What follows belongs to an exercise in optimizing a design on an open flow for small area, a short achievable clock period and few clock cycles per item; a production flow would make more cautious choices.
The RTL was checked by simulation tests, not by an equivalence proof against the original design.
Power is estimated from default activity; no workload was simulated.

File: design/flow/design.v
package jkv_pkg;
   localparam int MAX_KEY_CHARS_DEF = 16;
   localparam int KEY_CHARS_FULL    = 16;
   localparam int KEY_BITS_W        = 8 * KEY_CHARS_FULL;
   localparam int KEY_IDX_W         = 4;
   localparam int KEY_LEN_W         = 5;
   localparam int EMIT_W            = 16;
   localparam int STR_CAP_W         = 16;
   localparam int ARR_CAP_W         = 11;
   localparam int MODE_W            = 2;
   localparam int CSR_IDX_W         = 3;
   localparam int CSR_DATA_W        = 64;
   localparam int QUEUE_DEPTH       = 4;
   localparam logic [CSR_IDX_W-1:0] CSR_KEY_FIRST  = 3'd0;
   localparam logic [CSR_IDX_W-1:0] CSR_KEY_SECOND = 3'd1;
   localparam logic [CSR_IDX_W-1:0] CSR_KEY_LENGTH = 3'd2;
   localparam logic [CSR_IDX_W-1:0] CSR_VALUE_MODE = 3'd3;
   localparam logic [CSR_IDX_W-1:0] CSR_STR_CAP    = 3'd4;
   localparam logic [CSR_IDX_W-1:0] CSR_ARR_CAP    = 3'd5;
   localparam logic [KEY_LEN_W-1:0] KEY_LENGTH_RST = 5'd1;
   localparam logic [MODE_W-1:0]    VALUE_MODE_RST = 2'd0;
   localparam logic [STR_CAP_W-1:0] STR_CAP_RST    = 16'd256;
   localparam logic [ARR_CAP_W-1:0] ARR_CAP_RST    = 11'd16;
   localparam logic [MODE_W-1:0] MODE_STRING = 2'd0;
   localparam logic [MODE_W-1:0] MODE_U32    = 2'd1;
   localparam logic [MODE_W-1:0] MODE_ARRAY  = 2'd2;
   localparam logic [1:0] KIND_CHAR  = 2'd0;
   localparam logic [1:0] KIND_ELEM  = 2'd1;
   localparam logic [1:0] KIND_FINAL = 2'd2;
   localparam logic [2:0] ST_OK        = 3'd0;
   localparam logic [2:0] ST_NOKEY     = 3'd1;
   localparam logic [2:0] ST_MALFORMED = 3'd2;
   localparam logic [2:0] ST_OVERFLOW  = 3'd3;
   localparam logic [2:0] ST_CAPACITY  = 3'd4;
   localparam logic [7:0] CH_QUOTE  = 8'h22;
   localparam logic [7:0] CH_COLON  = 8'h3A;
   localparam logic [7:0] CH_COMMA  = 8'h2C;
   localparam logic [7:0] CH_LBRACK = 8'h5B;
   localparam logic [7:0] CH_RBRACK = 8'h5D;
   localparam logic [7:0] CH_BSLASH = 8'h5C;
   localparam logic [7:0] CH_N      = 8'h6E;
   localparam logic [7:0] CH_T      = 8'h74;
   localparam logic [7:0] CH_R      = 8'h72;
   localparam logic [7:0] CH_LF     = 8'h0A;
   localparam logic [7:0] CH_TAB    = 8'h09;
   localparam logic [7:0] CH_CR     = 8'h0D;
   localparam logic [7:0] CH_SPACE  = 8'h20;
   localparam logic [7:0] CH_ZERO   = 8'h30;
   localparam logic [7:0] CH_NINE   = 8'h39;
   typedef struct packed {
      logic [1:0]  kind;
      logic [31:0] value;
      logic [2:0]  status;
      logic        run_end;
   } jkv_result_type;
   typedef struct packed {
      logic shift;
      logic restart;
      logic clear;
   } jkv_win_ctl_type;
   typedef struct packed {
      logic cont;
      logic fresh;
   } jkv_win_hit_type;
endpackage
import jkv_pkg::*;
module json_key_value_extractor_core #(
   parameter int MaxKeyChars = jkv_pkg::MAX_KEY_CHARS_DEF
) (
   input  logic                            clock,
   input  logic                            reset,
   input  logic                            req_valid,
   output logic                            req_stall,
   input  logic [7:0]                      req_data_byte,
   input  logic                            req_last_byte,
   output logic                            rsp_valid,
   input  logic                            rsp_stall,
   output logic [1:0]                      rsp_item_kind,
   output logic [31:0]                     rsp_item_value,
   output logic [2:0]                      rsp_result_status,
   output logic                            rsp_end_of_run,
   input  logic                            csr_valid,
   output logic                            csr_ready,
   input  logic [jkv_pkg::CSR_IDX_W-1:0]   csr_index,
   input  logic [jkv_pkg::CSR_DATA_W-1:0]  csr_write_data
);
   logic [127:0] key_ff;
   logic [4:0]   kc_ff;
   logic [1:0]   mode_ff;
   logic [15:0]  scap_ff;
   logic [10:0]  acap_ff;
   assign csr_ready = 1'b1;
   always_ff @(posedge clock) begin
      if (reset) begin
         key_ff  <= '0;
         kc_ff   <= 5'd1;
         mode_ff <= 2'd0;
         scap_ff <= 16'd256;
         acap_ff <= 11'd16;
      end else if (csr_valid) begin
         case (csr_index)
            3'd0: key_ff[63:0]   <= csr_write_data;
            3'd1: key_ff[127:64] <= csr_write_data;
            3'd2: kc_ff          <= csr_write_data[4] ? 5'd16 : csr_write_data[4:0];
            3'd3: mode_ff        <= csr_write_data[1:0];
            3'd4: scap_ff        <= csr_write_data[15:0];
            3'd5: acap_ff        <= csr_write_data[10:0];
            default: begin
            end
         endcase
      end
   end
   logic       h_v, s_v;
   logic [7:0] h_b, s_b;
   logic       h_l, s_l;
   logic       accept;
   logic       consume;
   logic [7:0] h_in;
   logic [7:0] h_cls_in, h_cls;
   logic       h_ld;
   assign req_stall = s_v;
   assign h_ld      = consume || !h_v;
   assign accept    = req_valid && !s_v;
   always_ff @(posedge clock) begin
      if (reset) begin
         h_v <= 1'b0;
         s_v <= 1'b0;
      end else begin
         h_v <= (h_v && !consume) || s_v || accept;
         s_v <= !consume && (s_v || (accept && h_v));
      end
   end
   assign h_in = s_v ? s_b : req_data_byte;
   assign h_cls_in = {h_in == CH_BSLASH, h_in == CH_RBRACK, h_in == CH_LBRACK, h_in == CH_COMMA,
                      h_in == CH_COLON, h_in == CH_QUOTE, (h_in >= CH_ZERO) && (h_in <= CH_NINE),
                      (h_in == CH_SPACE) || (h_in == CH_TAB) || (h_in == CH_LF) || (h_in == CH_CR)};
   always_ff @(posedge clock) begin
      if (!s_v) begin
         s_b <= req_data_byte;
         s_l <= req_last_byte;
      end
      h_b   <= ({8{h_ld}} & h_in) | ({8{!h_ld}} & h_b);
      h_l   <= (h_ld & (s_v ? s_l : req_last_byte)) | (!h_ld & h_l);
      h_cls <= ({8{h_ld}} & h_cls_in) | ({8{!h_ld}} & h_cls);
   end
   localparam int SE = 0;   
   localparam int AK = 1;   
   localparam int AC = 2;   
   localparam int ST = 3;   
   localparam int U3 = 4;   
   localparam int AO = 5;   
   localparam int AN = 6;   
   localparam int AA = 7;   
   localparam int AE = 8;   
   localparam int DN = 9;   
   logic [9:0]  ph_ff;
   logic [17:1] dv_ff;
   logic        hitp_ff;
   logic        esc_ff;
   logic [31:0] acc_ff;
   logic        ovf_ff;
   logic [15:0] cnt_ff;
   logic        full_ff;
   logic        pf_ff, pf_ok_ff;
   logic        pn_u_ff, pn_a_ff;
   logic        out_v_ff;
   logic [1:0]  out_k_ff;
   logic [2:0]  out_s_ff;
   logic        adv;
   logic        step;
   logic        pend;
   logic        pend_go;
   assign adv     = !out_v_ff || !rsp_stall;
   assign pend    = pf_ff || pn_u_ff || pn_a_ff;
   assign step    = h_v && adv && (!pend || (pf_ff && ph_ff[DN]));
   assign consume = step;
   assign pend_go = pend && adv;
   logic [7:0] c;
   logic       ws, dg, qt, cl, cm, lb, rb, bs;
   logic       L;
   logic [7:0] ch_dec;
   assign c  = h_b;
   assign L  = h_l;
   assign {bs, rb, lb, cm, cl, qt, dg, ws} = h_cls;
   assign ch_dec = !esc_ff ? c :
                   (c == CH_N) ? CH_LF :
                   (c == CH_T) ? CH_TAB :
                   (c == CH_R) ? CH_CR : c;
   logic [15:0] eqk;
   logic [17:1] dv_shift;
   always_comb begin
      for (int j = 0; j < 16; j++) begin
         eqk[j] = (c == key_ff[8*j +: 8]);
      end
      dv_shift[1] = qt;
      for (int i = 2; i <= 17; i++) begin
         dv_shift[i] = dv_ff[i-1] && eqk[i-2];
      end
   end
   logic [3:0]  dig;
   logic [31:0] acc_mul;
   logic [34:0] acc_x5;
   logic        acc_ov;
   assign dig     = c[3:0];
   assign acc_x5  = {3'd0, acc_ff + {acc_ff[29:0], 2'b00} + {29'd0, dig[3:1]}};
   assign acc_mul = {acc_x5[30:0], dig[0]};
   assign acc_ov  = (acc_ff > 32'd429496729) || ((acc_ff == 32'd429496729) && (dig > 4'd5));
   logic [15:0] cnt_inc;
   logic        sfull_next, afull_next, full_init;
   assign cnt_inc    = cnt_ff + 16'd1;
   assign sfull_next = ({1'b0, cnt_ff} + 17'd2 == {1'b0, scap_ff});
   assign afull_next = (cnt_inc == {5'd0, acap_ff});
   assign full_init  = (mode_ff == MODE_STRING) ? (scap_ff <= 16'd1) : (acap_ff == 11'd0);
   logic mS, mU, mA;
   logic esc, ovf, full;
   logic hit, ak_cl, ak_rs, ac_go, ac_s, ac_u, ac_a, ac_bad;
   logic st_ch, st_es, st_end, u_dig, u_end, a_emp, a_st, a_bad;
   logic n_dig, n_ovf, n_cap, n_el, ra, ra_cm, ra_end;
   logic done;
   logic ovf_n;
   logic [9:0]  ph_n;
   logic [17:1] dv_n;
   logic        hitp_n;
   logic        esc_n, full_n;
   logic        cnt_clr, cnt_up;
   logic        emit, pf_set, pf_ok_n;
   logic        ldig, pn_u_set, pn_a_set;
   logic        k_char, k_elem;
   logic        s_nokey, s_mal, s_ovf, s_cap;
   logic        a_accum, a_start, a_char, a_cnt, a_hold;
   logic [1:0]  e_k;
   logic [2:0]  e_s;
   assign mS   = (mode_ff == MODE_STRING);
   assign mU   = (mode_ff == MODE_U32);
   assign mA   = (mode_ff == MODE_ARRAY);
   assign esc  = esc_ff;
   assign ovf  = ovf_ff;
   assign full = full_ff;
   assign hit    = ph_ff[SE] & qt & hitp_ff;
   assign ak_cl  = ph_ff[AK] & cl;
   assign ak_rs  = ph_ff[AK] & ~ws & ~cl;
   assign ac_go  = ph_ff[AC] & ~ws;
   assign ac_s   = ph_ff[AC] & mS & qt;
   assign ac_u   = ph_ff[AC] & mU & dg;
   assign ac_a   = ph_ff[AC] & mA & lb;
   assign ac_bad = ac_go & ~(mS & qt) & ~(mU & dg) & ~(mA & lb);
   assign st_ch  = ph_ff[ST] & (esc | (~bs & ~qt));
   assign st_es  = ph_ff[ST] & ~esc & bs;
   assign st_end = ph_ff[ST] & ~esc & qt;
   assign u_dig  = ph_ff[U3] & dg;
   assign u_end  = ph_ff[U3] & ~dg;
   assign a_emp  = ph_ff[AO] & rb;
   assign a_st   = (ph_ff[AO] | ph_ff[AE]) & dg;
   assign a_bad  = (ph_ff[AO] | ph_ff[AE]) & ~ws & ~dg & ~(ph_ff[AO] & rb);
   assign n_dig  = ph_ff[AN] & dg;
   assign n_ovf  = ph_ff[AN] & ~dg & ovf;
   assign n_cap  = ph_ff[AN] & ~dg & ~ovf & full;
   assign n_el   = ph_ff[AN] & ~dg & ~ovf & ~full;
   assign ra     = n_el | ph_ff[AA];
   assign ra_cm  = ra & cm;
   assign ra_end = ra & ~ws & ~cm;
   assign done = ac_bad | st_end | (st_ch & full) | u_end | a_emp | a_bad | n_ovf | n_cap | ra_end;
   assign ovf_n = (u_dig | n_dig) & (ovf | acc_ov);
   always_comb begin
      ph_n     = '0;
      ph_n[SE] = L | (ph_ff[SE] & ~hit) | ak_rs;
      ph_n[AK] = ~L & (hit | (ph_ff[AK] & ws));
      ph_n[AC] = ~L & (ak_cl | (ph_ff[AC] & ws));
      ph_n[ST] = ~L & (ac_s | (ph_ff[ST] & ~st_end & ~(st_ch & full)));
      ph_n[U3] = ~L & (ac_u | u_dig);
      ph_n[AO] = ~L & (ac_a | (ph_ff[AO] & ws));
      ph_n[AN] = ~L & (a_st | n_dig);
      ph_n[AA] = ~L & ra & ws;
      ph_n[AE] = ~L & (ra_cm | (ph_ff[AE] & ws));
      ph_n[DN] = ~L & (ph_ff[DN] | done);
   end
   assign dv_n = (L | hit) ? '0 : ph_ff[SE] ? dv_shift : {16'd0, ak_rs & qt};
   logic [16:0] dv_sel;
   always_comb begin
      dv_sel[0] = 1'b0;
      for (int k = 1; k <= 16; k++) begin
         dv_sel[k] = dv_n[k+1];
      end
   end
   assign hitp_n = dv_sel[kc_ff];
   assign esc_n   = ~L & st_es;
   assign cnt_clr = ac_go;
   assign cnt_up  = (st_ch & ~full) | n_el;
   assign full_n  = ac_go ? full_init :
                    (st_ch & ~full) ? sfull_next :
                    n_el ? afull_next : full;
   assign ldig     = ac_u | u_dig | a_st | n_dig;
   assign pn_u_set = L & (ac_u | u_dig);
   assign pn_a_set = L & (a_st | n_dig);
   assign emit    = ac_bad | st_end | st_ch | u_end | a_emp | a_bad | n_ovf | n_cap | n_el |
                    (ph_ff[AA] & ~ws & ~cm) | (L & ~ph_ff[DN] & ~ldig);
   assign pf_set  = (n_el & (L | (~ws & ~cm))) | (L & ~full & (st_es | st_ch));
   assign pf_ok_n = n_el & rb;
   assign k_char  = ~full & (st_ch | (L & st_es));
   assign k_elem  = n_el;
   assign s_nokey = L & (ph_ff[SE] | ph_ff[AK] | (ph_ff[AC] & ws));
   assign s_mal   = ac_bad | a_bad | (ph_ff[AA] & ~ws & ~cm & ~rb) |
                    (L & (ac_s | ac_a | ((ph_ff[AO] | ph_ff[AE]) & ws) | (ph_ff[AA] & (ws | cm))));
   assign s_ovf   = (u_end & ovf) | n_ovf;
   assign s_cap   = (st_ch & full) | n_cap | (L & full & st_es);
   assign e_k = k_char ? KIND_CHAR : k_elem ? KIND_ELEM : KIND_FINAL;
   assign e_s = (k_char | k_elem) ? ST_OK :
                {s_cap, s_mal | s_ovf, s_nokey | s_ovf};
   assign a_accum = u_dig | n_dig;
   assign a_start = ac_u | a_st;
   assign a_char  = k_char;
   assign a_cnt   = st_end | (ph_ff[AA] & rb);
   assign a_hold  = n_el | (u_end & ~ovf);
   always_ff @(posedge clock) begin
      if (reset) begin
         ph_ff    <= 10'd1;
         dv_ff    <= '0;
         hitp_ff  <= 1'b0;
         pf_ff    <= 1'b0;
         pn_u_ff  <= 1'b0;
         pn_a_ff  <= 1'b0;
         out_v_ff <= 1'b0;
      end else begin
         if (step) begin
            ph_ff   <= ph_n;
            dv_ff   <= dv_n;
            hitp_ff <= hitp_n;
            pf_ff   <= pf_set;
            pn_u_ff <= pn_u_set;
            pn_a_ff <= pn_a_set;
         end else if (pend_go) begin
            pf_ff   <= pa_el;
            pn_u_ff <= 1'b0;
            pn_a_ff <= 1'b0;
         end
         if ((step && emit) || pend_go) begin
            out_v_ff <= 1'b1;
         end else if (!rsp_stall) begin
            out_v_ff <= 1'b0;
         end
      end
   end
   always_ff @(posedge clock) begin
      esc_ff   <= (step & esc_n) | (!step & esc_ff);
      ovf_ff   <= (step & ovf_n) | (!step & ovf_ff);
      full_ff  <= (step & full_n) | (!step & full_ff);
      pf_ok_ff <= (step & pf_ok_n) | (!step & !pa_el & pf_ok_ff);
   end
   logic        keep;
   logic        pu, pa, pff, pa_el;
   logic        ld_out;
   logic [1:0]  out_k_n;
   logic [2:0]  out_s_n;
   logic [15:0] cnt_n;
   logic [31:0] acc_n;
   assign keep   = !step && !pend_go;
   assign ld_out = step && emit;
   assign pu    = pend_go && pn_u_ff;
   assign pa    = pend_go && pn_a_ff;
   assign pff   = pend_go && pf_ff;
   assign pa_el = pa && !ovf_ff && !full_ff;
   assign out_k_n = ({2{ld_out}} & e_k) | {pu | pff | (pa & !pa_el), pa_el} |
                    ({2{keep}} & out_k_ff);
   assign out_s_n = ({3{ld_out}} & e_s) |
                    {pa & !ovf_ff & full_ff, ((pu | pa) & ovf_ff) | (pff & !pf_ok_ff),
                     (pu | pa) & ovf_ff} |
                    ({3{keep}} & out_s_ff);
   assign cnt_n   = ({16{step && cnt_up}} & cnt_inc) |
                    ({16{!(step && (cnt_up || cnt_clr))}} & cnt_ff);
   assign acc_n   = ({32{step && a_accum}} & acc_mul) |
                    ({32{step && a_start}} & {28'd0, dig}) |
                    ({32{step && a_char}}  & {24'd0, ch_dec}) |
                    ({32{(step && a_cnt) || (pff && pf_ok_ff)}} & {16'd0, cnt_ff}) |
                    ({32{(step && a_hold) || keep || (pu && !ovf_ff) || pa_el}} & acc_ff);
   always_ff @(posedge clock) begin
      out_k_ff <= out_k_n;
      out_s_ff <= out_s_n;
      cnt_ff   <= cnt_n;
      acc_ff   <= acc_n;
   end
   assign rsp_valid         = out_v_ff;
   assign rsp_item_kind     = out_k_ff;
   assign rsp_result_status = out_s_ff;
   assign rsp_end_of_run    = out_k_ff[1];
   assign rsp_item_value    = acc_ff;
endmodule
File: design/flow/flow/run.sh
#!/bin/bash
# Standard ORFS layout, with timing repair aimed at a shorter period than the clock's
# (the SDC is unchanged; only the resizer's setup margin is raised) and plain buffers on
# the ports.
set -euo pipefail
MARGIN=$(cat flow/margin.txt)
bash standard.sh SETUP_SLACK_MARGIN=$MARGIN "BUFFER_PORTS_ARGS=-buffer_cell sky130_fd_sc_hd__buf_1"  finish > standard_flow.log 2>&1
File: design/flow/flow/margin.txt
6.8
File: design/flow/standard.sh
#!/bin/bash
# synth_recipe.tcl (not shown) runs the flow's synth.tcl, then flattens the netlist and writes it again
# the make line also repeats each setting of config.mk as NAME=value (left out here)
make -C /OpenROAD-flow-scripts/flow DESIGN_CONFIG=/design/flow/config.mk WORK_HOME=/design/flow/orfs CLKGATE_MAP_FILE= SYNTH_SCRIPT=/design/flow/synth_recipe.tcl "${@:-finish}"
File: design/flow/config.mk
export PLATFORM = sky130hd
export DESIGN_NAME = json_key_value_extractor_core
export DESIGN_NICKNAME = json_key_value_extractor_core
export VERILOG_FILES = /design/flow/design.v
export SDC_FILE = /design/flow/constraint.sdc
export NUM_CORES = 4
export LEC_CHECK = 0
export ABC_AREA = 1
export CAP_MARGIN = 20
export CORE_MARGIN = 2
export CORE_UTILIZATION = 40
export CTS_BUF_LIST = sky130_fd_sc_hd__clkbuf_16
export CTS_CLUSTER_DIAMETER = 150
export CTS_CLUSTER_SIZE = 25
export SLEW_MARGIN = 20
File: design/flow/constraint.sdc
create_clock -name core_clock -period 10.0 [get_ports {clock}]
set_input_delay 2.0000 -clock core_clock [delete_from_list [all_inputs] [get_ports {clock}]]
set_output_delay 2.0000 -clock core_clock [all_outputs]
set_load 0.01 [all_outputs]
==> results.py, run 1 <==
metrics = {
    "power_and_ir_drop": {
        "p_int_mw": 1.58,
        "comb_power_share_pct": 17.5,
        "clkPwrFrac_pct": 29.6,
        "power_density_nw_per_um2": 134,
        "seq_power_share_pct": 52.9,
        "ir_drop_uv": 115,
        "power.leakage_nw": 7.24,
        "p_switching_mw": 0.718,
        "p_sw_share_pct": 31.3,
    },
    "synthesis": {
        "synth.avg_cell_area_um2": 6.86,
        "synth-seq-cells": 278,
        "netlist.area_leader.share_pct": 33.1,
        "syn-num-nets": 2415,
        "yosysTopAreaCell": "dfxtp_1",
        "yosysSeqAreaShare_pct": 37.0,
        "yosys-top-cells-area": "dfxtp_1 33%, nand2_1 11%, o21ai_0 8.3%",
        "synth_warnings": 1,
        "syn_inst": 2272,
        "synthDistinctLibCells": 57,
        "synth-edff-count": 20,
        "ys.flop_type": "dfxtp_1",
        "syn_area_um2": 15600,
        "synthArstFlopShare_pct": 0,
    },
    "die": {
        "core.rowCount": 72,
        "dieArea_um2": 40600,
        "core_area_um2": 38600,
        "io_pins": 122,
        "die_w_um": 201,
        "die_y_um": 201,
        "initial_utilization_pct": 40.4,
    },
    "timing": {
        "fin_crit_ns": 3.16,
        "period_share_pct": 31.6,
        "clock.fmax_mhz": 317,
        "setup_viol": 0,
        "rsz0062_at_grt": "true",
        "hold_viol": 0,
        "fin_ws_ns": 6.84,
        "skew_ns": 0.0238,
        "worst_slew_margin_rel_pct": 31.8,
        "fin_tns_setup_ns": 0,
        "tightest_slew_ns": 1.02,
        "drv_slew": 0,
    },
    "placed_design": {
        "globalplace.congestion": 0.894,
        "dp_slack_ns": 5.16,
        "io_buffers": 120,
        "dp_hpwl_um": 34300,
    },
    "detailed_routing": {
        "ant_nets": 0,
        "top_layer_used": "met4",
        "drc": 0,
        "vias": 15200,
        "routed-wl-met3_um": 2880,
        "drtIter0Drc": 1225,
        "drt-vias-per-instance": 5.31,
        "routed_wl_um": 48700,
        "drt-met1-wl_um": 23700,
        "drtPass1Iterations": 6,
        "met2RoutedLength_um": 21400,
        "wl_per_cell_um": 17.0,
    },
    "cts": {
        "clk_pin_slew_ns": 0.12,
        "cts_tree": "built",
        "cts-root-buf": "clkbuf_16",
        "cts_hold_buffers": 0,
        "clkSinkCount": 278,
        "cts_made_buffers": 15,
        "cts_buffer_depth": 3,
        "clkLatencyLatePin_ns": 0.51,
        "htreeDepth": 1,
    },
    "layout": {
        "drive_gt1_share_pct": 4.81,
        "diodes": 0,
        "final_util_pct": 44.4,
        "layout_commonest_cell": "nand2_1",
        "layout.nets": 2487,
        "layout_common_cells": "443 x nand2_1, 334 x nor2_1, 255 x o21ai_0",
        "area_growth_pct": 9.70,
    },
    "global_routing": {
        "grt_pass1_vias": 14400,
        "grt_pass1_wl_um": 77900,
        "grt_max_degree": 105,
        "globalRouteTotalUtil_pct": 23.5,
        "antenna_found_initial": 1,
        "overflow": 0,
    },
    "flow_run": {
        "cap_violations": 0,
    },
    "outcome": {
        "outcome": "no timing/DRC/antenna violations",
    },
    "setup_path": {
        "worst-setup-path-type": "flop to output pin",
        "cp_max_fo": 6,
        "slowest_delay_ns": 0.42,
        "critical-path-top-delay-family": "flip-flops",
        "crit_arrival_ns": 1.16,
        "cp_cell_sequence": "buf_1",
        "required_ns": 8.00,
        "start_kind": "flop",
        "worst_setup_path_end_kind": "output pin",
        "cp_slowest_cell": "dfxtp_2",
        "crit_buf_inv": 1,
    },
    "hold_path": {
        "holdCritPathClass": "flop to flop",
    },
}
## sequential cells by signal (all words and copies together) (netlist names), 5 cells and up, named ones only
name,flops
cnt_ff,16
acap_ff,11
key_ff,128
kc_ff,5
scap_ff,16
ph_ff,10
dv_ff,16
s_b,8
acc_ff,32
## path summary, 6_finish.rpt
path	start	end	slack, ns	cells past startpoint
worst max-delay path	acc_ff[0]	rsp_item_value[0]	6.84	1
worst min-delay path	dv_ff[2]	dv_ff[2]	0.47	2
worst max register to register	flop	acc_ff[23]	7.01	13
worst min register to register	dv_ff[2]	dv_ff[2]	0.47	2
## cells in the mapped netlist, types with 3 or more instances
| cell type | count |
|---|---|
| nor2_2 | 6 |
| nand4_1 | 34 |
| xnor2_1 | 41 |
| dfxtp_1 | 258 |
| o21ai_1 | 9 |
| inv_1 | 228 |
| nand2_1 | 446 |
| o211ai_1 | 13 |
| nand3_1 | 116 |
| nor2_1 | 338 |
| o21ai_0 | 257 |
| o2111ai_1 | 6 |
| ha_1 | 60 |
| xor2_1 | 37 |
| o21ai_2 | 3 |
| a22oi_1 | 4 |
| o22ai_1 | 17 |
| nor3_1 | 29 |
| a21boi_0 | 3 |
| nor4_1 | 16 |
| a31oi_1 | 8 |
| edfxtp_1 | 20 |
| o221ai_1 | 6 |
| a21o_1 | 8 |
| o31ai_1 | 6 |
| buf_4 | 10 |
| or2_2 | 14 |
| clkinv_1 | 5 |
| clkbuf_1 | 59 |
| a21oi_1 | 154 |
| buf_2 | 23 |
| a32o_1 | 5 |
| o21bai_1 | 3 |
## kinds of logic (layout without fill, tap and decap cells)
logic type	count (synthesis)	count (layout)	share of synthesized area, %
and+or+nand+nor	1008	1008	26.9
AOI/OAI and AO/OA	512	512	18.0
buffers and inverters	332	408	8.56
DFF	278	278	37.0
xor gates and xnor gates	78	78	4.38
adders and majority gates	62	62	5.07
other	1	1	0.0241
muxes	1	1	0.0642
## per-layer routing
layer  track usage, %  vias to the layer above
li1                 -                     7625
met1             34.4                     7079
met2             37.9                      457
met3             2.15                       55
met4             4.36                        0
met5                0                        -
## power by group through the flow
stage                     logic (mW)  clock network (mW)  registers, mW
after floorplan                0.272                   0           1.23
final                          0.402               0.679           1.21
after detailed placement       0.387                   0           1.24
after CTS                      0.400               0.699           1.21
after global routing           0.446               0.732           1.22
after global placement         0.382                   0           1.24
## worst min-delay path: stages, from the launching register on
cell and delay, ns:
dfxtp_1 0.34, nand2_1 0.05, o21ai_0 0.05
## metrics by stage
stage,hold slack [ns],instances,cell area [um^2],power [mW]
final,0.467,2866,17100,2.30
after global routing,0.499,2866,17100,2.40
after CTS,0.474,2863,17000,2.31
after detailed placement,0.441,2830,16400,1.63
after global placement,0.433,2830,16400,1.62
after floorplan,0.418,2272,15600,1.50
## layout make-up
type	count	area, um^2
clock inverters	6	53.8
flip-flops and latches	278	5790
well taps	518	648
fillers	4167	21500
clock buffers	15	375
inverters	236	920
repair inverters	3	17.5
repair buffers	148	744
multi-input cells	1662	8560
## what timing repair did
action	in CTS	in global routing
setup buffers	10	2
endpoints found under the setup margin	246	149
gates resized for setup	29	25
pin swaps	2	1
cloned	2	1
Testbench counts, summed over its fixed seeds: cycles 202,262, bytes 201,750.
==> run 2: changes to the inputs <==
==> design/flow/flow/margin.txt (replaced) <==
6.9
--- a/design/flow/config.mk
+++ b/design/flow/config.mk
@@ -5,7 +5,6 @@
 export SDC_FILE = /design/flow/constraint.sdc
 export NUM_CORES = 4
 export LEC_CHECK = 0
-export ABC_AREA = 1
 export CAP_MARGIN = 20
 export CORE_MARGIN = 2
 export CORE_UTILIZATION = 40
==> run 2 against run 1 <==
Net effect: die area decreased by 4.2%; design area decreased by 0.74%; sequential cell count unchanged; first-iteration DRC count decreased by 31%; synthesized cell count decreased by 17%; via count decreased by 13%; maximum frequency decreased by 0.64%; sequential power decreased by 5%; global-route usage decreased by 2.3 points; non-clock buffer count increased by 26; largest power group unchanged; clock skew increased by 0.0027 ns; power decreased by 11%.
==> results.py, run 2 <==
metrics = {
    "setup_path": {
        "crit_buf_inv": 2,
        "slowest_delay_ns": 0.50,
        "cp_max_fo": 2,
        "start_kind": "flop",
        "worst_setup_path_end_kind": "flop",
        "r2r_cells": 13,
        "cp_cell_sequence": "buf_12 -> fa_1 -> ha_4 -> a211oi_2 -> o21bai_1 -> a21oi_2 -> o31a_1 -> buf_6 -> o311ai_4 -> a21oi_2 -> o41ai_2 -> xnor2_1 -> o21ai_1",
        "worst-setup-path-type": "flop to flop",
        "cp_slowest_cell": "fa_1",
        "critical-path-top-delay-family": "compound AO/OA/AOI/OAI gates",
        "crit_arrival_ns": 3.57,
        "path_common_cell": "a21oi_2",
        "r2r_setup_slack_ns": 6.82,
        "required_ns": 10.40,
        "rr_endpoint": "acc_ff[31]",
    },
    "power_and_ir_drop": {
        "power.leakage_nw": 6.27,
        "comb_power_share_pct": 10.6,
        "p_int_mw": 1.50,
        "p_sw_share_pct": 26.5,
        "ir_drop_uv": 154,
        "power_density_nw_per_um2": 120,
        "clkPwrFrac_pct": 32.7,
        "seq_power_share_pct": 56.7,
        "p_switching_mw": 0.539,
    },
    "die": {
        "die_w_um": 197,
        "core.rowCount": 70,
        "io_pins": 122,
        "initial_utilization_pct": 40.7,
        "core_area_um2": 36700,
        "die_y_um": 197,
        "dieArea_um2": 38900,
    },
    "cts": {
        "htreeDepth": 1,
        "clkSinkCount": 278,
        "cts-root-buf": "clkbuf_16",
        "cts_made_buffers": 15,
        "clkLatencyLatePin_ns": 0.51,
        "clk_pin_slew_ns": 0.11,
        "cts_tree": "built",
        "cts_buffer_depth": 3,
    },
    "synthesis": {
        "yosys-top-cells-area": "dfxtp_1 35%, nand2_1 11%, a21oi_1 8.0%",
        "synth-edff-count": 20,
        "synthArstFlopShare_pct": 0,
        "syn-num-nets": 2025,
        "synth-seq-cells": 278,
        "syn_area_um2": 14900,
        "synthDistinctLibCells": 76,
        "ys.flop_type": "dfxtp_1",
        "synthTopCellsByCount": "429 x nand2_1, 258 x dfxtp_1, 239 x a21oi_1",
        "yosysSeqAreaShare_pct": 38.6,
        "netlist.area_leader.share_pct": 34.6,
        "yosysMostFrequentCell": "nand2_1",
        "syn_inst": 1882,
        "yosysTopAreaCell": "dfxtp_1",
        "synth.avg_cell_area_um2": 7.93,
        "synth_warnings": 1,
    },
    "timing": {
        "fin_crit_ns": 3.18,
        "hold_slack_ns": 0.466,
        "fin_ws_ns": 6.82,
        "tightest_slew_ns": 0.887,
        "rsz0062_at_grt": "true",
        "skew_ns": 0.0265,
        "setup_viol": 0,
        "period_share_pct": 31.8,
        "clock.fmax_mhz": 315,
        "drv_slew": 0,
        "fin_tns_setup_ns": 0,
        "hold_viol": 0,
        "worst_slew_margin_rel_pct": 40.9,
    },
    "hold_path": {
        "hold_start": "dv_ff[15]",
        "holdPathEnd": "dv_ff[15]",
        "holdCritPathClass": "flop to flop",
        "hold_path_depth": 2,
    },
    "layout": {
        "largest_register": "key_ff",
        "area_growth_pct": 13.8,
        "diodes": 0,
        "layout_common_cells": "424 x nand2_1, 235 x a21oi_1, 225 x dfxtp_1",
        "multi_input_area_um2": 8890,
        "reg.largest.list": "key_ff (128), acc_ff (32)",
        "drive_gt1_share_pct": 10.0,
        "largest_reg_flops": 128,
        "final_cells": 2431,
        "fill_cells": 3641,
        "layout.nets": 2102,
        "ff_latch_area_um2": 5860,
        "layout_commonest_cell": "nand2_1",
        "final_util_pct": 46.3,
    },
    "global_routing": {
        "grt_pass1_vias": 12600,
        "globalRouteTotalUtil_pct": 21.3,
        "overflow": 0,
        "grt_max_degree": 107,
        "grt_pass1_wl_um": 67500,
        "antenna_found_initial": 0,
    },
    "detailed_routing": {
        "drt-vias-per-instance": 5.48,
        "drc": 0,
        "ant_nets": 0,
        "vias": 13300,
        "wl_per_cell_um": 17.4,
        "drtIter0Drc": 851,
        "drtPass1Iterations": 7,
        "routed_wl_um": 42400,
    },
    "placed_design": {
        "dp_hpwl_um": 28000,
        "dp.cells": 2372,
        "globalplace.congestion": 0.886,
        "io_buffers": 120,
        "dp_slack_ns": 5.02,
    },
    "flow_run": {
        "cap_violations": 0,
    },
    "outcome": {
        "outcome": "no timing/DRC/antenna violations",
    },
}
-- run 2: changes by cell type after synthesis, moves of 13 or more --
cell / previous run / this run
nand2_1: 446 / 429
a21oi_1: 154 / 239
o22ai_1: 17 / 4
nor2_1: 338 / 110
nand4_1: 34 / 19
xnor2_1: 41 / 89
nor4_1: 16 / 47
xor2_1: 37 / 104
nor2b_1: 0 / 13
o21ai_0: 257 / 81
inv_1: 228 / 25
nand3_1: 116 / 38
-- run 2: area by class of cell --
type	instances	area share, %
Multi-Input combinational cell	1464	52.4
Sequential cell	278	34.5
Timing Repair Buffer	174	6.46
Tap cell	468	3.45
Clock buffer	15	2.21
Inverter	26	0.649
Clock inverter	6	0.317
-- run 2: per-layer routing --
metal	vias to the layer above	share of wire (%)	global-route usage [%]
met4	0	2.1	5.18
li1	6655	-	-
met5	-	0	0
met3	51	3.9	1.98
met2	308	47	35.9
met1	6296	47	29.3
-- run 2: how the worst max path moves through the flow --
| stage | cells after the start | start | slack (ns) | end |
|---|---|---|---|---|
| final | 13 | flop | 6.82 | acc_ff[31] |
| after global routing | 13 | flop | 6.71 | acc_ff[31] |
| after CTS | 13 | flop | 6.81 | acc_ff[31] |
| after detailed placement | 8 | rsp_stall | 5.02 | flop |
| after global placement | 8 | rsp_stall | 5.12 | flop |
| after floorplan | 11 | rsp_stall | 6.54 | cnt_ff[3] |
-- run 2: logic make-up after synthesis --
| group | Yosys count | share of synthesized area [%] |
|---|---|---|
| adder cells (fa/ha/maj) | 62 | 5.30 |
| multiplexers | 15 | 1.13 |
| AND/OR/NAND/NOR | 740 | 21.7 |
| XOR/XNOR | 193 | 11.3 |
| other | 1 | 0.0251 |
| AO/OA/AOI/OAI | 453 | 17.8 |
| buffers and inverters | 140 | 4.05 |
| flip-flops | 278 | 38.6 |
-- run 2: through the flow --
step | power (mW) | cell area, um^2
floorplan | 1.31 | 15000
global placement | 1.37 | 15700
detailed placement | 1.38 | 15700
CTS | 2.05 | 16500
global route | 2.11 | 17000
finish | 2.04 | 17000
-- run 2: worst min-delay path, stage by stage (launching register included) --
cell and delay [ns]:
dfxtp_1 0.32, nand2_1 0.05, a21oi_1 0.05
-- run 2: power groups by stage --
stage / logic, mW / registers [mW] / clock network [mW]
detailed placement: 0.191 / 1.19 / 0
global placement: 0.189 / 1.18 / 0
global route: 0.236 / 1.16 / 0.719
CTS: 0.202 / 1.16 / 0.687
floorplan: 0.133 / 1.18 / 0
finish: 0.215 / 1.15 / 0.666
-- run 2: timing repair --
| item | in CTS | in global routing |
|---|---|---|
| gates cloned | 1 | 3 |
| hold buffers | 0 | 0 |
| gates resized for setup | 96 | 68 |
| endpoints found under the setup margin | 211 | 134 |
| pin swaps | 23 | 30 |
| setup buffers | 17 | 17 |
==> run 3: changes to the inputs <==
==> design/flow/flow/margin.txt (replaced) <==
6.8
==> run 3 against run 2 <==
Net effect: wire length up 0.38%; clock skew decreased by 0.0021 ns; register-to-register slack better by 0.06 ns; synthesized area did not move; combinational power decreased by 3%; cell count down 0.21%; critical path type is now flop to output pin; largest cell class unchanged; largest power group unchanged.
==> results.py, run 3 <==
metrics = {
    "cts": {
        "clk_pin_slew_ns": 0.11,
        "cts_buffer_depth": 3,
        "cts_hold_buffers": 0,
        "htreeDepth": 1,
        "cts_made_buffers": 15,
        "clkLatencyLatePin_ns": 0.51,
        "cts_tree": "built",
        "clkSinkCount": 278,
        "cts-root-buf": "clkbuf_16",
    },
    "die": {
        "die_y_um": 197,
        "initial_utilization_pct": 40.7,
        "die_w_um": 197,
        "dieArea_um2": 38900,
        "core_area_um2": 36700,
        "io_pins": 122,
        "core.rowCount": 70,
    },
    "synthesis": {
        "synth-seq-cells": 278,
        "syn_area_um2": 14900,
        "syn-num-nets": 2025,
        "synthDistinctLibCells": 76,
        "yosysMostFrequentCell": "nand2_1",
        "netlist.area_leader.share_pct": 34.6,
        "yosysSeqAreaShare_pct": 38.6,
        "syn_inst": 1882,
        "synth.avg_cell_area_um2": 7.93,
        "synth-edff-count": 20,
        "ys.flop_type": "dfxtp_1",
        "yosys-top-cells-area": "dfxtp_1 35%, nand2_1 11%, a21oi_1 8.0%",
        "yosysTopAreaCell": "dfxtp_1",
        "synthTopCellsByCount": "429 x nand2_1, 258 x dfxtp_1, 239 x a21oi_1",
        "synthArstFlopShare_pct": 0,
        "synth_warnings": 1,
    },
    "setup_path": {
        "cp_cell_sequence": "buf_1",
        "r2r_start": "acc_ff[2]",
        "r2r_cells": 12,
        "worst_setup_path_end_kind": "output pin",
        "worst-setup-path-type": "flop to output pin",
        "crit_buf_inv": 1,
        "cp_slowest_cell": "dfxtp_2",
        "rr_endpoint": "acc_ff[31]",
        "slowest_delay_ns": 0.43,
        "crit_arrival_ns": 1.15,
        "r2r_setup_slack_ns": 6.88,
        "cp_max_fo": 6,
        "critical-path-top-delay-family": "flip-flops",
        "start_kind": "flop",
        "required_ns": 8.00,
    },
    "layout": {
        "area_growth_pct": 11.9,
        "largest_reg_flops": 128,
        "diodes": 0,
        "fill_cells": 3648,
        "drive_gt1_share_pct": 7.20,
        "largest_register": "key_ff",
        "layout.nets": 2096,
        "final_cell_area_um2": 16700,
        "layout_common_cells": "425 x nand2_1, 242 x dfxtp_1, 237 x a21oi_1",
        "reg.largest.list": "key_ff (128), acc_ff (32)",
        "layout_commonest_cell": "nand2_1",
    },
    "placed_design": {
        "io_buffers": 120,
        "place_area_um2": 15700,
        "dp_hpwl_um": 28700,
        "globalplace.congestion": 0.878,
    },
    "hold_path": {
        "hold_start": "dv_ff[15]",
        "holdPathEnd": "dv_ff[15]",
        "holdCritPathClass": "flop to flop",
        "hold_path_depth": 2,
    },
    "power_and_ir_drop": {
        "power_density_nw_per_um2": 122,
        "power_mw": 2.04,
        "ir_drop_uv": 91.0,
        "power.leakage_nw": 6.10,
    },
    "global_routing": {
        "grt_pass1_vias": 12100,
        "grt_max_degree": 74,
        "antenna_found_initial": 0,
        "overflow": 0,
        "globalRouteTotalUtil_pct": 21.2,
        "grt_pass1_wl_um": 66700,
    },
    "timing": {
        "clock.fmax_mhz": 317,
        "hold_viol": 0,
        "setup_viol": 0,
        "period_share_pct": 31.5,
        "skew_ns": 0.0244,
        "hold_slack_ns": 0.459,
        "rsz0062_at_grt": "true",
        "drv_slew": 0,
        "tightest_slew_ns": 0.900,
        "worst_slew_margin_rel_pct": 40.0,
        "fin_tns_setup_ns": 0,
        "fin_crit_ns": 3.15,
    },
    "detailed_routing": {
        "drtPass1Iterations": 5,
        "wl_per_cell_um": 17.5,
        "vias": 13400,
        "drtIter0Drc": 964,
        "drt-vias-per-instance": 5.51,
        "routed_wl_um": 42500,
        "ant_nets": 0,
        "drc": 0,
    },
    "flow_run": {
        "cap_violations": 0,
    },
    "outcome": {
        "outcome": "no timing/DRC/antenna violations",
    },
}
## run 3: how the worst max path moves through the flow
stage / startpoint / to / slack (ns) / depth (start not counted)
after floorplan: rsp_stall / cnt_ff[3] / 6.54 / 11
after global routing: cnt_ff[0] / flop / 6.65 / 9
after detailed placement: rsp_stall / cnt_ff[8] / 5.64 / 10
after global placement: rsp_stall / flop / 5.68 / 9
final: acc_ff[2] / rsp_item_value[2] / 6.85 / 1
after CTS: csr_index[2] / scap_ff[11] / 6.80 / 5
## run 3: layout make-up
type                       count  area (um^2)  area share [%]
clock buffer                  15          375            2.25
clock inverter                 7         57.6           0.345
inverter                      26          101           0.607
multi-input combinational   1466         8850            53.0
sequential                   278         5790            34.7
tap                          468          586            3.51
timing repair buffer         166          932            5.58
## run 3: repair_timing
| action | in CTS | in global routing |
|---|---|---|
| endpoints found under the hold margin | 0 | 0 |
| buffers inserted | 11 | 15 |
| gates resized for setup | 38 | 40 |
| pin swaps | 15 | 25 |
| cloned | 2 | 3 |
| endpoints found under the setup margin | 159 | 139 |
## run 3: routing by layer
metal | vias up | GRT usage [%] | wire [um]
li1 | 6663 | - | -
met1 | 6400 | 29.9 | 20100
met2 | 266 | 35.5 | 20100
met3 | 42 | 1.90 | 1510
met4 | 0 | 4.07 | 779
met5 | - | 0 | 0
## run 3: metrics by stage
step,util [%],setup WS (ns),instances
2_1_floorplan,-,6.54,1882
3_3_place_gp,42.6,5.68,2373
3_5_place_dp,42.6,5.64,2373
4_1_cts,44.6,6.80,2408
5_1_grt,45.5,6.65,2426
6_report,45.5,6.85,2426
## run 3: logic make-up after synthesis
family                     synth area share (%)
and+or+nand+nor                            21.7
AOI/OAI and AO/OA                          17.8
DFF                                        38.6
xor gates and xnor gates                   11.3
buffers and inverters                      4.05
adders and majority gates                  5.30
muxes                                      1.13
other                                    0.0251
## run 3: worst register-to-register path, delay by kind of cell, from the launching register on
kind / cells / cell delay [ns]
xor+xnor: 1 / 0.17
flops: 1 / 0.43
compound gates: 8 / 1.48
fa+ha+maj: 2 / 0.79
buf+inv: 1 / 0.16
## run 3: where the power goes
| part | switching, mW | internal, mW |
|---|---|---|
| combinational | 0.136 | 0.0728 |
| sequential | 0.0183 | 1.14 |
| clock | 0.387 | 0.282 |
| total | 0.541 | 1.50 |
==> run 4: changes to the inputs <==
--- a/design/flow/config.mk
+++ b/design/flow/config.mk
@@ -7,8 +7,9 @@
 export LEC_CHECK = 0
 export CAP_MARGIN = 20
 export CORE_MARGIN = 2
-export CORE_UTILIZATION = 40
+export CORE_UTILIZATION = 50
 export CTS_BUF_LIST = sky130_fd_sc_hd__clkbuf_16
 export CTS_CLUSTER_DIAMETER = 150
 export CTS_CLUSTER_SIZE = 25
+export PLACE_DENSITY = 0.7
 export SLEW_MARGIN = 20
==> run 4 against run 3 <==
Net effect: non-clock buffer count down 8; clock-buffer cell count is the same; critical path type is now flop to flop; critical endpoint is now acc_ff[31]; synthesized cell count unchanged; power is 0.58% lower; first-iteration DRC count grew 1.5%; combinational power decreased by 3%; synthesized area is the same; utilization up 10 points; worst setup slack worse by 0.023 ns.
==> results.py, run 4 <==
metrics = {
    "layout": {
        "layout_common_cells": "426 x nand2_1, 244 x dfxtp_1, 237 x a21oi_1",
        "reg.largest.list": "key_ff (128), acc_ff (32)",
        "layout_commonest_cell": "nand2_1",
        "largest_reg_flops": 128,
        "area_growth_pct": 10.2,
        "diodes": 0,
        "layout.nets": 2086,
        "final_cells": 2337,
        "drive_gt1_share_pct": 6.52,
        "final_util_pct": 55.8,
        "fill_cells": 2776,
        "largest_register": "key_ff",
    },
    "setup_path": {
        "worst_setup_path_end_kind": "flop",
        "rr_endpoint": "acc_ff[31]",
        "start_kind": "flop",
        "required_ns": 10.40,
        "r2r_cells": 13,
        "crit_arrival_ns": 3.58,
        "r2r_setup_slack_ns": 6.82,
        "endpoint": "acc_ff[31]",
        "worst-setup-path-type": "flop to flop",
        "cp_max_fo": 2,
    },
    "synthesis": {
        "yosys-top-cells-area": "dfxtp_1 35%, nand2_1 11%, a21oi_1 8.0%",
        "yosysMostFrequentCell": "nand2_1",
        "netlist.area_leader.share_pct": 34.6,
        "syn_area_um2": 14900,
        "synth-seq-cells": 278,
        "yosysTopAreaCell": "dfxtp_1",
        "synthTopCellsByCount": "429 x nand2_1, 258 x dfxtp_1, 239 x a21oi_1",
        "synth-edff-count": 20,
        "syn-num-nets": 2025,
        "synthDistinctLibCells": 76,
        "syn_inst": 1882,
        "ys.flop_type": "dfxtp_1",
        "synthArstFlopShare_pct": 0,
        "synth_warnings": 1,
        "yosysSeqAreaShare_pct": 38.6,
        "synth.avg_cell_area_um2": 7.93,
    },
    "detailed_routing": {
        "drtPass1Iterations": 5,
        "drtIter0Drc": 978,
        "vias": 13400,
        "ant_nets": 0,
        "drt-vias-per-instance": 5.75,
        "drc": 0,
        "routed_wl_um": 39200,
        "wl_per_cell_um": 16.8,
    },
    "die": {
        "core.rowCount": 63,
        "io_pins": 122,
        "dieArea_um2": 31200,
        "core_area_um2": 29500,
        "die_y_um": 177,
        "initial_utilization_pct": 50.6,
        "die_w_um": 177,
    },
    "global_routing": {
        "overflow": 0,
        "grt_pass1_vias": 12500,
        "grt_max_degree": 103,
        "globalRouteTotalUtil_pct": 24.8,
        "antenna_found_initial": 0,
        "grt_pass1_wl_um": 63900,
    },
    "timing": {
        "setup_viol": 0,
        "skew_ns": 0.0223,
        "fin_crit_ns": 3.18,
        "fin_tns_setup_ns": 0,
        "hold_slack_ns": 0.459,
        "clock.fmax_mhz": 315,
        "rsz0062_at_grt": "true",
        "worst_slew_margin_rel_pct": 40.2,
        "period_share_pct": 31.8,
        "hold_viol": 0,
        "tightest_slew_ns": 0.897,
        "drv_slew": 0,
    },
    "hold_path": {
        "hold_start": "dv_ff[15]",
        "holdCritPathClass": "flop to flop",
    },
    "power_and_ir_drop": {
        "power_density_nw_per_um2": 123,
        "power.leakage_nw": 6.06,
        "ir_drop_uv": 140,
    },
    "cts": {
        "cts_tree": "built",
        "cts_hold_buffers": 0,
        "cts-root-buf": "clkbuf_16",
        "clk_pin_slew_ns": 0.11,
        "clkLatencyLatePin_ns": 0.50,
        "htreeDepth": 1,
        "cts_made_buffers": 15,
        "clkSinkCount": 278,
        "cts_buffer_depth": 3,
    },
    "placed_design": {
        "dp_hpwl_um": 26300,
        "dp.cells": 2295,
        "globalplace.congestion": 0.894,
        "io_buffers": 120,
    },
    "flow_run": {
        "cap_violations": 0,
    },
    "outcome": {
        "outcome": "no timing/DRC/antenna violations",
    },
}
## run 4: cell counts after synthesis
No cell type changed its count.
## run 4: layer usage
layer	up-vias	GRT usage (%)	wire, um
li1	6627	-	-
met1	6356	34.2	17900
met2	400	41.7	18600
met3	54	2.60	2050
met4	0	5.79	766
met5	-	0	0
## run 4: worst min path at each step
| stage | slack (ns) | depth (start not counted) | endpoint |
|---|---|---|---|
| floorplan | 0.43 | 2 | dv_ff[10] |
| global placement | 0.44 | 2 | dv_ff[2] |
| detailed placement | 0.45 | 2 | dv_ff[15] |
| CTS | 0.46 | 2 | dv_ff[15] |
| global route | 0.49 | 2 | key_ff[0] |
| finish | 0.46 | 2 | dv_ff[15] |
## run 4: kinds of logic (layout without fill, tap and decap cells)
group / Yosys count / count (layout) / synth area share, %
compound gates: 453 / 453 / 17.8
xor+xnor: 193 / 193 / 11.3
fa+ha+maj: 62 / 62 / 5.30
buf+inv: 140 / 205 / 4.05
flops: 278 / 278 / 38.6
mux: 15 / 15 / 1.13
other cells: 1 / 1 / 0.0251
simple gates: 740 / 740 / 21.7
## run 4: final cells by class
class / instances / area (um^2) / area share, %
multi-input combinational: 1464 / 8760 / 53.3
sequential: 278 / 5790 / 35.2
timing repair buffer: 158 / 881 / 5.36
inverter: 26 / 103 / 0.624
tap: 390 / 488 / 2.97
clock buffer: 15 / 375 / 2.28
clock inverter: 6 / 53.8 / 0.327
## run 4: metrics by stage
stage / worst slack, ns / area, um^2 / power, mW
3_3_place_gp: 5.19 / 15500 / 1.37
2_1_floorplan: 6.54 / 15000 / 1.31
3_5_place_dp: 5.11 / 15600 / 1.37
6_report: 6.82 / 16400 / 2.03
5_1_grt: 6.66 / 16400 / 2.10
4_1_cts: 6.80 / 16300 / 2.03
## run 4: where the power goes
group          switching, mW  internal (mW)
Clock                  0.382          0.282
Sequential            0.0183           1.14
Combinational          0.130         0.0730
## run 4: critical path, stage by stage (launching register included)
cell and delay, ns:
edfxtp_1 0.44, buf_12 0.15, fa_1 0.49, ha_4 0.31, a211oi_2 0.07, o21bai_1 0.18, a21oi_2 0.09, o31a_1 0.27
buf_4 0.16, o311ai_4 0.23, a21oi_2 0.12, o41ai_2 0.34, xnor2_1 0.17, o21ai_1 0.07
## run 4: repair_timing
action | 4_1_cts | 5_1_grt
setup endpoints to repair | 180 | 85
gates cloned | 1 | 1
resized for setup | 37 | 30
pin swaps | 16 | 15
buffers inserted | 13 | 6
==> run 5: changes to the inputs <==
--- a/design/flow/config.mk
+++ b/design/flow/config.mk
@@ -7,9 +7,8 @@
 export LEC_CHECK = 0
 export CAP_MARGIN = 20
 export CORE_MARGIN = 2
-export CORE_UTILIZATION = 50
+export CORE_UTILIZATION = 40
 export CTS_BUF_LIST = sky130_fd_sc_hd__clkbuf_16
-export CTS_CLUSTER_DIAMETER = 150
-export CTS_CLUSTER_SIZE = 25
-export PLACE_DENSITY = 0.7
+export CTS_CLUSTER_DIAMETER = 100
+export CTS_CLUSTER_SIZE = 20
 export SLEW_MARGIN = 20
==> run 5 against run 4 <==
Net effect: still clean on timing, DRC and antenna; sequential share of layout area fell by 0.55 points; combinational power rose by 2%; global-route usage shrank 3.5 points; cell count is 3.8% higher; first-iteration DRC count shrank 9.0%; via count down 0.14%; worst hold slack lost 0.0012 ns; die area up 24%; wire length is 8.7% higher; largest cell class unchanged.
==> results.py, run 5 <==
metrics = {
    "detailed_routing": {
        "routed_wl_um": 42600,
        "wl_per_cell_um": 17.6,
        "drt-vias-per-instance": 5.53,
        "vias": 13400,
        "ant_nets": 0,
        "drtPass1Iterations": 5,
        "drtIter0Drc": 890,
        "drc": 0,
    },
    "setup_path": {
        "cp_slowest_cell": "dfxtp_2",
        "crit_start": "acc_ff[2]",
        "start_kind": "flop",
        "crit_arrival_ns": 1.16,
        "rr_endpoint": "acc_ff[31]",
        "critical-path-top-delay-family": "flip-flops",
        "r2r_setup_slack_ns": 6.87,
        "cp_cell_sequence": "buf_1",
        "cp_max_fo": 6,
        "worst_setup_path_end_kind": "output pin",
        "slowest_delay_ns": 0.43,
        "r2r_cells": 12,
        "crit_buf_inv": 1,
        "required_ns": 8.00,
        "worst-setup-path-type": "flop to output pin",
    },
    "hold_path": {
        "holdCritPathClass": "flop to flop",
        "hold_start": "dv_ff[15]",
        "holdPathEnd": "dv_ff[15]",
        "hold_path_depth": 2,
    },
    "die": {
        "core_area_um2": 36700,
        "dieArea_um2": 38900,
        "die_y_um": 197,
        "core.rowCount": 70,
        "initial_utilization_pct": 40.7,
        "die_w_um": 197,
        "io_pins": 122,
    },
    "layout": {
        "reg.largest.list": "key_ff (128), acc_ff (32)",
        "fill_cells": 3644,
        "final_cell_area_um2": 16700,
        "area_growth_pct": 12.1,
        "final_util_pct": 45.6,
        "drive_gt1_share_pct": 7.20,
        "layout_commonest_cell": "nand2_1",
        "ff_latch_area_um2": 5790,
        "largest_reg_flops": 128,
        "diodes": 0,
        "multi_input_area_um2": 8850,
        "largest_register": "key_ff",
        "layout_common_cells": "425 x nand2_1, 240 x dfxtp_1, 237 x a21oi_1",
        "layout.nets": 2093,
    },
    "synthesis": {
        "yosys-top-cells-area": "dfxtp_1 35%, nand2_1 11%, a21oi_1 8.0%",
        "synthArstFlopShare_pct": 0,
        "yosysSeqAreaShare_pct": 38.6,
        "synth.avg_cell_area_um2": 7.93,
        "yosysTopAreaCell": "dfxtp_1",
        "synth_top_family_by_area": "simple AND/OR/NAND/NOR gates",
        "syn_area_um2": 14900,
        "synth_compound_area_share_pct": 17.8,
        "syn-num-nets": 2025,
        "synthTopCellsByCount": "429 x nand2_1, 258 x dfxtp_1, 239 x a21oi_1",
        "netlist.area_leader.share_pct": 34.6,
        "synth-edff-count": 20,
        "synth-seq-cells": 278,
        "synth_warnings": 1,
        "synthAdderAreaFrac_pct": 5.30,
        "syn_inst": 1882,
        "synthDistinctLibCells": 76,
        "yosysMostFrequentCell": "nand2_1",
        "synth_xor_area_share_pct": 11.3,
        "synthMuxAreaShare_pct": 1.13,
        "yosys.area_share.simple_pct": 21.7,
        "ys.flop_type": "dfxtp_1",
    },
    "timing": {
        "fin_crit_ns": 3.16,
        "worst_slew_margin_rel_pct": 40.2,
        "rsz0062_at_grt": "true",
        "fin_tns_setup_ns": 0,
        "drv_slew": 0,
        "fin_ws_ns": 6.84,
        "tightest_slew_ns": 0.897,
        "period_share_pct": 31.6,
        "hold_viol": 0,
        "skew_ns": 0.0240,
        "setup_viol": 0,
        "clock.fmax_mhz": 316,
    },
    "power_and_ir_drop": {
        "power_density_nw_per_um2": 126,
        "ir_drop_uv": 88.4,
        "power.leakage_nw": 6.11,
    },
    "cts": {
        "cts_made_buffers": 18,
        "cts-root-buf": "clkbuf_16",
        "clkLatencyLatePin_ns": 0.53,
        "clkSinkCount": 278,
        "htreeDepth": 1,
        "cts_hold_buffers": 0,
        "cts_buffer_depth": 3,
        "cts_tree": "built",
        "clk_pin_slew_ns": 0.09,
    },
    "placed_design": {
        "place_area_um2": 15700,
        "globalplace.congestion": 0.878,
        "dp_hpwl_um": 28700,
        "dp_slack_ns": 5.64,
        "io_buffers": 120,
    },
    "flow_run": {
        "cap_violations": 0,
    },
    "global_routing": {
        "overflow": 0,
        "grt_max_degree": 74,
        "globalRouteTotalUtil_pct": 21.3,
        "antenna_found_initial": 0,
        "grt_pass1_vias": 12200,
        "grt_pass1_wl_um": 67000,
    },
    "outcome": {
        "outcome": "no timing/DRC/antenna violations",
    },
}
[run 5: cell counts after synthesis]
No cell type changed its count.
[run 5: cell type report]
cell class,instances,share of cell area (%)
well taps,468,3.50
flip-flops and latches,278,34.6
inverters,26,0.606
clock inverters,9,0.381
multi-input cells,1466,52.9
clock buffers,18,2.69
repair buffers,160,5.28
[run 5: repair_timing]
item                       in CTS  in global routing
gates resized for setup        39                 38
setup endpoints to repair     160                131
pin swaps                      15                 23
setup buffers                  11                  9
gates cloned                    2                  3
[run 5: where the power goes]
part / leakage (nW) / internal, mW / switching [mW]
registers: 2.32 / 1.14 / 0.0186
logic: 3.52 / 0.0719 / 0.136
clock network: 0.267 / 0.334 / 0.403
total: 6.11 / 1.55 / 0.557
[run 5: worst max-delay path by stage]
stage,end,slack (ns),cells past startpoint
detailed placement,cnt_ff[8],5.64,10
CTS,flop,6.81,9
global route,flop,6.67,9
finish,rsp_item_value[2],6.84,1
global placement,flop,5.68,9
floorplan,cnt_ff[3],6.54,11
[run 5: logic make-up after synthesis]
| family | Yosys count |
|---|---|
| AO/OA/AOI/OAI | 453 |
| XOR/XNOR | 193 |
| adder cells (fa/ha/maj) | 62 |
| buffers and inverters | 140 |
| flip-flops | 278 |
| multiplexers | 15 |
| other | 1 |
| AND/OR/NAND/NOR | 740 |
[run 5: layer usage]
metal / vias up / track usage [%] / part of all wire, % / routed length (um)
met5: - / 0 / 0 / 0
met4: 0 / 4.68 / 2.0 / 841
met3: 52 / 2.15 / 4.4 / 1870
met2: 327 / 35.0 / 47 / 20000
met1: 6381 / 30.1 / 47 / 19900
li1: 6658 / - / - / -
[run 5: per-stage QoR]
stage | power, mW | hold WS [ns] | instances
global placement | 1.38 | 0.443 | 2373
floorplan | 1.31 | 0.432 | 1882
finish | 2.10 | 0.457 | 2425
CTS | 2.11 | 0.459 | 2413
global route | 2.19 | 0.478 | 2425
detailed placement | 1.38 | 0.447 | 2373

==> separate check: timing with driven ports <==
In the flow no input, the clock included, has a driving cell. The finished layouts below were timed again as built, in two steps.
Step 1: set_driving_cell puts a clkbuf_16 on clock and a buf_2 on each other input, an assumption about the parent block.
Step 2, shift: input delay + t, output delay - t, t = (earliest + latest rising clock arrival at the registers) / 2. This alone moves slack from input paths to output paths.
a / b / c = ideal / step 1 / step 2; a / b = the first two.
run | shift t [ns] | setup WS [ns] | worst setup path at the end | worst slew at a driven data input, ns
run 1 | 0.561 | 6.844 / 6.791 / 6.356 | input to register | 0.05
run 2 | 0.551 | 6.824 / 6.824 / 6.448 | input to register | 0.07
run 3 | 0.550 | 6.845 / 6.793 / 6.386 | input to register | 0.07
run 4 | 0.540 | 6.822 / 6.806 / 6.353 | input to register | 0.05
run 5 | 0.569 | 6.835 / 6.784 / 6.368 | input to register | 0.06
After both steps setup and hold are still met in every run listed. For run 1, which loses most, drivers alone change the setup slack by -0.053 ns; drivers and shift together by -0.488 ns.
